This is an optimization exercise on Yosys and OpenROAD, whose aim is small area, not a production implementation.
Only simulation tests tie the RTL to the original design; equivalence was not proved.
The clock port is modelled as an ideal driver; clocking choices that lean on that would not hold on a real chip.
No activity file was given, so power comes from the tool's default toggle rates.

Setup of run A:
Design nco_multi_top, start of the top module:
module nco_multi_top #(
  parameter  int num_voices = 4,
  localparam int mix_width  = nco_pkg::sample_width + $clog2(num_voices)
) (
  input  logic                        clk50mhz,
  input  logic                        rst_n,
  input  logic                        psel,
  input  logic                        penable,
  input  logic                        pwrite,
  input  logic [7:0]                  paddr,
  input  logic [31:0]                 pwdata,
  output logic [31:0]                 prdata,
  output logic                        pready,
  output logic                        pslverr,
  input  logic                        sample_strobe,
  output logic signed [mix_width-1:0] mix_out,
  output logic                        sample_valid
);
Size in the first run: about 750 cells after synthesis, about 280 flip-flops, roughly 10000 um^2 of cells after synthesis.
export LEC_CHECK = 0
export CAP_MARGIN = 20
export CORE_MARGIN = 2
export CORE_UTILIZATION = 40
export SLEW_MARGIN = 20
create_clock -name core_clock -period 20.0 [get_ports {clk50mhz}]
standard.sh (not shown) runs the stock make flow with config.mk's settings and CLKGATE_MAP_FILE= SYNTH_SCRIPT=/design/flow/synth_recipe.tcl, a recipe that flattens the netlist after the stock synthesis.
==> flow/flow/run.sh <==
#!/bin/bash
# Standard ORFS layout (the standard.sh, standard synthesis unchanged) with these changes:
#  - after floorplan, the combinational logic is re-mapped for area with OpenROAD's
#    restructure, two passes (registers untouched), see flow/remap.tcl; it maps onto a copy of the
#    library without the platform's don't-use cells (flow/libfilter.py);
#  - after clock tree synthesis, cells are sized down where timing allows
#    (flow/recover.tcl);
#  - port buffers are sky130_fd_sc_hd__buf_1 (every input and output still gets one);
#  - the clock tree uses clkbuf_8 with larger sink clusters and no dummy loads.
# Each tool's full output goes to a log file here; ORFS's per-step logs stay in orfs/logs.
set -euo pipefail
KNOBS=(
  'BUFFER_PORTS_ARGS=-buffer_cell sky130_fd_sc_hd__buf_1'
  'SKIP_REPAIR_TIE_FANOUT=1'
  'CTS_ARGS=-sink_clustering_enable -repair_clock_nets -buf_list sky130_fd_sc_hd__clkbuf_8 -sink_clustering_size 15 -sink_clustering_max_diameter 100 -sink_buffer_max_cap_derate 1.0 -dont_use_dummy_load'
)
bash standard.sh "${KNOBS[@]}" floorplan > flow_make_floorplan.log 2>&1
R=orfs/results/$FLOW_PLATFORM/nco_multi_top/base
mkdir -p remap
python3 flow/libfilter.py $FLOW_HOME/platforms/sky130hd/lib/sky130_fd_sc_hd__tt_025C_1v80.lib \
  remap/usable.lib 'sky130_fd_sc_hd__lpflow_*' 'sky130_fd_sc_hd__probe*' > flow_libfilter.log 2>&1
ODB_IN=$R/2_floorplan.odb ODB_OUT=$R/2_floorplan.odb SDC_IN=$R/2_floorplan.sdc \
  openroad -no_init -exit flow/remap.tcl > flow_remap.log 2>&1
bash standard.sh "${KNOBS[@]}" cts > flow_make_cts.log 2>&1
ODB_IN=$R/4_cts.odb ODB_OUT=$R/4_cts.odb SDC_IN=$R/4_cts.sdc \
  openroad -no_init -exit flow/recover.tcl > flow_recover.log 2>&1
bash standard.sh "${KNOBS[@]}" finish > flow_make_finish.log 2>&1
test -s out/final.def
==> flow/flow/recover.tcl <==
# After clock tree synthesis: size cells down where timing allows (OpenROAD power
# recovery), which also lowers cell area. Slew, capacitance and timing limits still hold.
read_db $::env(ODB_IN)
read_liberty $::env(FLOW_HOME)/platforms/sky130hd/lib/sky130_fd_sc_hd__tt_025C_1v80.lib
read_sdc $::env(SDC_IN)
source $::env(FLOW_HOME)/platforms/sky130hd/setRC.tcl
set_propagated_clock [all_clocks]
set_dont_use [get_lib_cells {sky130_fd_sc_hd__lpflow_* sky130_fd_sc_hd__probe*}]
estimate_parasitics -placement
report_design_area
repair_timing -recover_power 100 -verbose
detailed_placement
check_placement
estimate_parasitics -placement
report_design_area
report_worst_slack -max
report_worst_slack -min
report_check_types -max_slew -max_capacitance -violators
write_db $::env(ODB_OUT)
==> flow/flow/remap.tcl <==
# Area re-mapping of the combinational logic between the registers (OpenROAD restructure).
set lib $::env(FLOW_HOME)/platforms/sky130hd/lib/sky130_fd_sc_hd__tt_025C_1v80.lib
read_db $::env(ODB_IN)
read_liberty $lib
read_sdc $::env(SDC_IN)
source $::env(FLOW_HOME)/platforms/sky130hd/setRC.tcl
remove_buffers
report_design_area
restructure -target area -liberty_file remap/usable.lib \
  -tielo_port sky130_fd_sc_hd__conb_1/LO -tiehi_port sky130_fd_sc_hd__conb_1/HI \
  -work_dir remap -abc_logfile remap/abc.log
report_design_area
restructure -target area -liberty_file remap/usable.lib \
  -tielo_port sky130_fd_sc_hd__conb_1/LO -tiehi_port sky130_fd_sc_hd__conb_1/HI \
  -work_dir remap -abc_logfile remap/abc2.log
report_design_area
report_worst_slack -max
write_db $::env(ODB_OUT)
Other scripts of this flow, unchanged in this note and not shown: flow/flow/libfilter.py
Input-level comparison between run B and run A:
==> flow/flow/run.sh <==
#!/bin/bash
# Standard ORFS layout (the standard.sh, standard synthesis unchanged) with these changes:
#  - after floorplan, the combinational logic is re-mapped for area with OpenROAD's
#    restructure (registers untouched), see flow/remap.tcl; it maps onto a copy of the
#    library without the platform's don't-use cells (flow/libfilter.py);
#  - port buffers are sky130_fd_sc_hd__buf_1 (every input and output still gets one);
#  - the clock tree uses clkbuf_8 with larger sink clusters and no dummy loads.
# Each tool's full output goes to a log file here; ORFS's per-step logs stay in orfs/logs.
set -euo pipefail
KNOBS=(
  'BUFFER_PORTS_ARGS=-buffer_cell sky130_fd_sc_hd__buf_1'
  'CTS_ARGS=-sink_clustering_enable -repair_clock_nets -buf_list sky130_fd_sc_hd__clkbuf_8 -sink_clustering_size 15 -sink_clustering_max_diameter 100 -sink_buffer_max_cap_derate 1.0 -dont_use_dummy_load'
)
bash standard.sh "${KNOBS[@]}" floorplan > flow_make_floorplan.log 2>&1
R=orfs/results/$FLOW_PLATFORM/nco_multi_top/base
mkdir -p remap
python3 flow/libfilter.py $FLOW_HOME/platforms/sky130hd/lib/sky130_fd_sc_hd__tt_025C_1v80.lib \
  remap/usable.lib 'sky130_fd_sc_hd__lpflow_*' 'sky130_fd_sc_hd__probe*' > flow_libfilter.log 2>&1
ODB_IN=$R/2_floorplan.odb ODB_OUT=$R/2_floorplan.odb SDC_IN=$R/2_floorplan.sdc \
  openroad -no_init -exit flow/remap.tcl > flow_remap.log 2>&1
bash standard.sh "${KNOBS[@]}" finish > flow_make_finish.log 2>&1
test -s out/final.def
-- flow/flow/remap.tcl --
<<< run A, line 12
report_design_area
restructure -target area -liberty_file remap/usable.lib \
  -tielo_port sky130_fd_sc_hd__conb_1/LO -tiehi_port sky130_fd_sc_hd__conb_1/HI \
  -work_dir remap -abc_logfile remap/abc2.log
report_design_area
report_worst_slack -max
>>> run B, line 12
report_design_area
report_worst_slack -max
removed: flow/flow/recover.tcl
==> comparison <==
Run B did not stop at any stage, and its layout met the timing, DRC and antenna checks. Run B vs. run A: total track usage went down by 0.45 points. Against run A as the reference, run B delivers a lower setup slack. Run B vs. run A: minimum clock period increased by 12 ps relative to the old numbers; maximum clock frequency closely matched the old numbers; total inserted antenna cells increased by 1 relative to the old numbers. Design area: run B vs run A, no meaningful difference. From run A to run B the numbers moved as follows: global-route wire length before repair went down about 1.9%; via count normalized by instance count held.
Input changes introduced in run C (baseline for comparison: run B):
-- flow/flow/run.sh --
<<< run B, line 3
#  - after floorplan, the combinational logic is re-mapped for area with OpenROAD's
#    restructure (registers untouched), see flow/remap.tcl; it maps onto a copy of the
#    library without the platform's don't-use cells (flow/libfilter.py);
>>> run C, line 3
#  - after floorplan, the combinational logic is re-mapped for area with OpenROAD's
#    restructure, two passes (registers untouched), see flow/remap.tcl; it maps onto a copy of the
#    library without the platform's don't-use cells (flow/libfilter.py);
<<< run B, line 11
  'BUFFER_PORTS_ARGS=-buffer_cell sky130_fd_sc_hd__buf_1'
  'CTS_ARGS=-sink_clustering_enable -repair_clock_nets -buf_list sky130_fd_sc_hd__clkbuf_8 -sink_clustering_size 15 -sink_clustering_max_diameter 100 -sink_buffer_max_cap_derate 1.0 -dont_use_dummy_load'
>>> run C, line 11
  'BUFFER_PORTS_ARGS=-buffer_cell sky130_fd_sc_hd__buf_1'
  'SKIP_REPAIR_TIE_FANOUT=1'
  'CTS_ARGS=-sink_clustering_enable -repair_clock_nets -buf_list sky130_fd_sc_hd__clkbuf_8 -sink_clustering_size 15 -sink_clustering_max_diameter 100 -sink_buffer_max_cap_derate 1.0 -dont_use_dummy_load'
-- flow/flow/remap.tcl --
<<< run B, line 12
report_design_area
report_worst_slack -max
>>> run C, line 12
report_design_area
restructure -target area -liberty_file remap/usable.lib \
  -tielo_port sky130_fd_sc_hd__conb_1/LO -tiehi_port sky130_fd_sc_hd__conb_1/HI \
  -work_dir remap -abc_logfile remap/abc2.log
report_design_area
report_worst_slack -max
## What came out
Run B -> run C: xor and xnor area share after synthesis flat. Busiest layer in global routing: met1 -> run C, met2 -> run B. Compared to run B, run C reaches a lower achievable clock. Between run B and run C, the hold slack is lower for run C. Between run C and run B, the share of post-route cells with drive strength above 1 figures differ only marginally. Depth of the worst register-to-register path: run B and run C compared, lower one is run B. In terms of fraction of power consumed by sequential logic, run B and run C differ only marginally.

========
## the previous run
Another version of the RTL of nco_multi_top (not shown whole).
Size in the first run: roughly 800 cells after synthesis, about 280 flip-flops.
==> flow/design.v (excerpt) <==
module nco_multi_top #(
  parameter  int num_voices = 4,
  localparam int mix_width  = nco_pkg::sample_width + $clog2(num_voices)
) (
  input  logic                        clk50mhz,
  input  logic                        rst_n,
  input  logic                        psel,
  input  logic                        penable,
  input  logic                        pwrite,
  input  logic [7:0]                  paddr,
  input  logic [31:0]                 pwdata,
  output logic [31:0]                 prdata,
  output logic                        pready,
  output logic                        pslverr,
  input  logic                        sample_strobe,
  output logic signed [mix_width-1:0] mix_out,
  output logic                        sample_valid
);
  logic [3:0]  note_q  [4];
  logic [3:0]  oct_q   [4];
  logic [1:0]  wave_q  [4];
  logic [15:0] level_q [4];
  logic       amap;
  logic [1:0] av;
  logic [1:0] af;
  assign av   = paddr[5:4];
  assign af   = paddr[3:2];
  ...
Settings: LEC_CHECK=0, CAP_MARGIN=20, CORE_MARGIN=2, CORE_UTILIZATION=40, CTS_BUF_LIST=sky130_fd_sc_hd__clkbuf_8, CTS_CLUSTER_SIZE=20, SLEW_MARGIN=20; clock period 20.0 ns.
run.sh (not shown) runs the stock make flow with config.mk's settings and CLKGATE_MAP_FILE= SYNTH_SCRIPT=/design/flow/synth_recipe.tcl, a recipe that flattens the netlist after the stock synthesis.
Stock flow here: none of the scripts above is used.
### the previous run -> the current run
- CTS_CLUSTER_SIZE changed from 20 to 12
- CTS_BUF_LIST changed from sky130_fd_sc_hd__clkbuf_8 to sky130_fd_sc_hd__clkbuf_4
--- outcome ---
In the metrics for the current run and the previous run, the one carrying the higher share of power burned in combinational logic is the current run. Transition time at the pin with the least slew margin in the current run is 21 ps below the previous run. Status: fmax parity (the current run, the previous run). Any difference in final area between the current run and the previous run is small enough to ignore. The current run ended up with a lower fraction of power consumed by the clock network than the previous run did. Cmp the current run vs the previous run: final worst slack higher in the current run. On clock tree skew after final layout, the current run does worse than the previous run. The previous run → the current run: met2 capacity usage during global routing went up by 0.23 points; fraction of area in clock buffers and inverters went down by 0.17 points.

## re-timing with driven ports
The flow's constraints put no driver on any port. The routed layouts listed below were extracted and timed again, unchanged, in two steps.
Step 1 sets driving cells, clkbuf_16 on the clock port and buf_2 on the other inputs (assumed; they add their load-dependent delay and slew).
Step 2 also shifts input and output timing later by t, the mid clock arrival at the registers, as if the neighbouring blocks saw the same clock.
Three values: no drivers, after step 1, after step 2; two values: the first two.
| run | t, ns | slack for setup (ns) | worst setup path after step 2 | clock arrival spread, ns | worst slew at a driven data input, ns |
|---|---|---|---|---|---|
| run A | 0.567 | 9.221 / 9.193 / 9.193 | input to output | 0.060 / 0.061 | 0.03 |
| run B | 0.555 | 9.209 / 9.187 / 9.187 | input to output | 0.039 / 0.039 | 0.07 |
| run C | 0.568 | 9.122 / 9.094 / 9.094 | input to output | 0.059 / 0.060 | 0.03 |
| the previous run | 0.589 | 9.564 / 9.526 / 9.526 | input to output | 0.013 / 0.013 | 0.06 |
| the current run | 0.691 | 9.570 / 9.537 / 9.537 | input to output | 0.037 / 0.038 | 0.06 |
After both steps every run listed still meets setup and hold. For the previous run, which loses most, drivers alone change the setup slack by -0.038 ns; drivers and shift together by -0.038 ns.
